Background: an optimization exercise with open tools, aiming at small area, a short achievable clock period and few clock cycles. Do not read the settings as production practice.
Function was checked by simulation only, so behaviour that the tests miss may differ from the original.
Power is estimated from default activity; no workload was simulated.

Design wasm_module_stream_parser, start of the top module:
module wasm_module_stream_parser #(
  parameter int LENGTH_BITS = wmsp_pkg::LENGTH_BITS_DEF
) (
  input  logic        clk,
  input  logic        rst_n,
  input  logic        in_valid,
  output logic        in_ready,
  input  logic [7:0]  in_data,
  output logic        out_valid,
  input  logic        out_ready,
  output logic [3:0]  out_event,
  output logic [7:0]  out_section_id,
  output logic [31:0] out_entry_index,
  output logic [7:0]  out_kind,
  output logic [63:0] out_value,
  output logic        out_last,
  input  logic        cfg_valid,
  output logic        cfg_ready,
  input  logic [31:0] cfg_module_length
);
  typedef enum logic [4:0] {
    S_DONE   = 5'd0,  S_HDR    = 5'd1,  S_SECID  = 5'd2,  S_SECSIZE = 5'd3,
    S_SKIP   = 5'd4,  S_COUNT  = 5'd5,  S_TFORM  = 5'd6,  S_TNPAR   = 5'd7,
    S_TPAR   = 5'd8,  S_TNRES  = 5'd9,  S_TRES   = 5'd10, S_FIDX    = 5'd11,
    S_ELEN   = 5'd12, S_ENAME  = 5'd13, S_EKIND  = 5'd14, S_EIDX    = 5'd15,
    S_CSIZE  = 5'd16, S_LCOUNT = 5'd17, S_LN     = 5'd18, S_LTYPE   = 5'd19,
    S_CBYTE  = 5'd20, S_SKIPT  = 5'd21
  } st_t;
  localparam logic [2:0] X_NONE = 3'd0, X_T = 3'd1, X_F = 3'd2, X_X = 3'd3, X_B = 3'd4;
  localparam logic [1:0] V_HOLD = 2'd0, V_LEB = 2'd1, V_HDR = 2'd2, V_ZERO = 2'd3;
  logic        ib_v, ib1_v;
  logic [7:0]  ib_d, ib1_d;
  logic        cfg_pend_r, pend_end_r;
  logic        ov_r, olast_r, osec_r;
  logic [3:0]  oev_r;
  logic [2:0]  osel_r;
  logic [7:0]  okind_r;
  logic [63:0] oval_r;
  st_t         st_r;
  logic [8:0]  tk_r;                 
  logic        acc_nz_r, acc_hi_r;   
  logic [31:0] mlen_r;
  logic [31:0] rem_r, mrest_r, srest_r;
  logic        at_lim;               
  logic [31:0] ent_r, items_r;
  logic [7:0]  sec_r;
  logic [31:0] tl_r, fl_r, bl_r, x_r;
  logic        x_inc_r, bl_xtra_r;
  logic out_free, proc, work;
  assign out_free  = !ov_r || out_ready;
  assign in_ready  = !ib1_v;
  assign cfg_ready = !ib_v && !ib1_v;
  assign proc      = ib_v && out_free && !cfg_pend_r;
  assign work      = proc && (st_r != S_DONE);
  logic [7:0]  b;
  logic        leb_done, leb_ph;
  logic [63:0] v;
  logic        vz, v_hi;
  logic [32:0] sum;
  ...
clock: 13.5 ns
lec_check: 0
cap_margin: 20
core_margin: 2
core_utilization: 40
slew_margin: 20
standard.sh (not shown) runs the stock make flow with config.mk's settings and CLKGATE_MAP_FILE= SYNTH_SCRIPT=/design/flow/synth_recipe.tcl, a recipe that flattens the netlist after the stock synthesis.
==> flow/flow/run.sh <==
#!/bin/bash
# Layout flow: the standard flow (standard synthesis, floorplan, power
# grid, placement, CTS, routing), with two changes to how cells are chosen:
#  - every input and output port still gets its own buffer, but a plain
#    sky130_fd_sc_hd__buf_1 instead of the default delay buffer;
#  - clock tree synthesis uses clkbuf_8 buffers and inserts no dummy loads.
# The constraints (constraint.sdc, clock period) are the standard flow's, unchanged.
# All of the make output goes to flow.log in this folder; each ORFS step
# also writes its own log under orfs/logs/.
set -euo pipefail
cd "$(dirname "$0")/.."
export BUFFER_PORTS_ARGS="-buffer_cell sky130_fd_sc_hd__buf_1"
export CTS_ARGS="-sink_clustering_enable -repair_clock_nets -dont_use_dummy_load -buf_list sky130_fd_sc_hd__clkbuf_8"
if ! bash standard.sh finish > flow.log 2>&1; then
  tail -n 40 flow.log
  exit 1
fi
Testbench counts at the start, summed over its fixed seeds: cycles 31,454.
Rerun with:
--- a/flow/design.v
+++ b/flow/design.v
@@ -48,20 +48,20 @@
   output logic [63:0] out_value,
   output logic        out_last,
   input  logic        cfg_valid,
   output logic        cfg_ready,
   input  logic [31:0] cfg_module_length
 );
   typedef enum logic [4:0] {
-    S_DONE   = 5'd0,  S_HDR    = 5'd1,  S_SECID  = 5'd2,  S_SECSIZE = 5'd3,
-    S_SKIP   = 5'd4,  S_COUNT  = 5'd5,  S_TFORM  = 5'd6,  S_TNPAR   = 5'd7,
-    S_TPAR   = 5'd8,  S_TNRES  = 5'd9,  S_TRES   = 5'd10, S_FIDX    = 5'd11,
-    S_ELEN   = 5'd12, S_ENAME  = 5'd13, S_EKIND  = 5'd14, S_EIDX    = 5'd15,
-    S_CSIZE  = 5'd16, S_LCOUNT = 5'd17, S_LN     = 5'd18, S_LTYPE   = 5'd19,
-    S_CBYTE  = 5'd20, S_SKIPT  = 5'd21
+    S_DONE   = 5'b00000, S_HDR    = 5'b00001, S_SECID  = 5'b00010, S_SKIP   = 5'b00011,
+    S_TFORM  = 5'b00100, S_TPAR   = 5'b00101, S_TRES   = 5'b00110, S_ENAME  = 5'b00111,
+    S_LTYPE  = 5'b01000, S_CBYTE  = 5'b01001, S_EKIND  = 5'b01010, S_SKIPT  = 5'b01011,
+    S_SECSIZE = 5'b10000, S_COUNT = 5'b10001, S_TNPAR  = 5'b10010, S_TNRES  = 5'b10011,
+    S_FIDX   = 5'b10100, S_ELEN   = 5'b10101, S_EIDX   = 5'b10110, S_CSIZE  = 5'b10111,
+    S_LCOUNT = 5'b11000, S_LN     = 5'b11001
   } st_t;
   localparam logic [2:0] X_NONE = 3'd0, X_T = 3'd1, X_F = 3'd2, X_X = 3'd3, X_B = 3'd4;
   localparam logic [1:0] V_HOLD = 2'd0, V_LEB = 2'd1, V_HDR = 2'd2, V_ZERO = 2'd3;
   logic        ib_v, ib1_v;
   logic [7:0]  ib_d, ib1_d;
   logic        cfg_pend_r, pend_end_r;
   logic        ov_r, olast_r, osec_r;
@@ -97,18 +97,15 @@
   logic [9:0]  k_r;                  
   always_comb begin
     k_r[0] = !tk_r[0];
     for (int g = 1; g < 9; g++) k_r[g] = tk_r[g-1] && !tk_r[g];
     k_r[9] = tk_r[8];
   end
   assign leb_done = !b[7] || tk_r[8] || at_lim;
-  assign leb_ph   = (st_r == S_SECSIZE) || (st_r == S_COUNT) || (st_r == S_TNPAR) ||
-                    (st_r == S_TNRES) || (st_r == S_FIDX) || (st_r == S_ELEN) ||
-                    (st_r == S_EIDX) || (st_r == S_CSIZE) || (st_r == S_LCOUNT) ||
-                    (st_r == S_LN);
+  assign leb_ph   = st_r[4];
   always_comb begin
     for (int g = 0; g < 9; g++) begin
       v[7*g +: 7] = tk_r[g] ? oval_r[7*g +: 7] : (b[6:0] & {7{k_r[g]}});
     end
     v[63] = tk_r[8] && b[0];
   end
   logic b_nz, b_hi;
- The changed run finished clean
- global-route usage is lower by 1.2 points
- synthesized cell count falls by 4.5%
- non-clock buffer count falls by 14
- combinational power came out higher by 13%
- power grows by 5.2%
- clock-buffer cell count goes down by 2
- cell count decreases by 3.7%
- hold slack gets worse by 5.3 ps
- final area goes down by 3.7%
- die area goes down by 3.9%
Testbench counts after the change, summed over its fixed seeds: cycles 31,454.

[afterwards: timing with drivers on the ports]
In the flow no input, the clock included, has a driving cell. The finished layouts below were timed again as built, in two steps. Step 1: set_driving_cell puts a clkbuf_16 on clk and a buf_2 on each other input, an assumption about the parent block. Step 2, shift: input delay + t, output delay - t, t = (earliest + latest rising clock arrival at the registers) / 2. This alone moves slack from input paths to output paths. Three values: ideal ports, drivers, drivers and shift; two values: the first two.
| run | t (ns) | slack for setup (ns) | worst slew at a driven data input, ns | cell pins on the clock port's net |
|---|---|---|---|---|
| the first run | 0.720 | 8.198 / 8.146 / 8.198 | 0.16 | 1 |
| the second run | 0.699 | 7.906 / 7.906 / 7.906 | 0.04 | 1 |
After both steps every run listed still meets setup and hold.
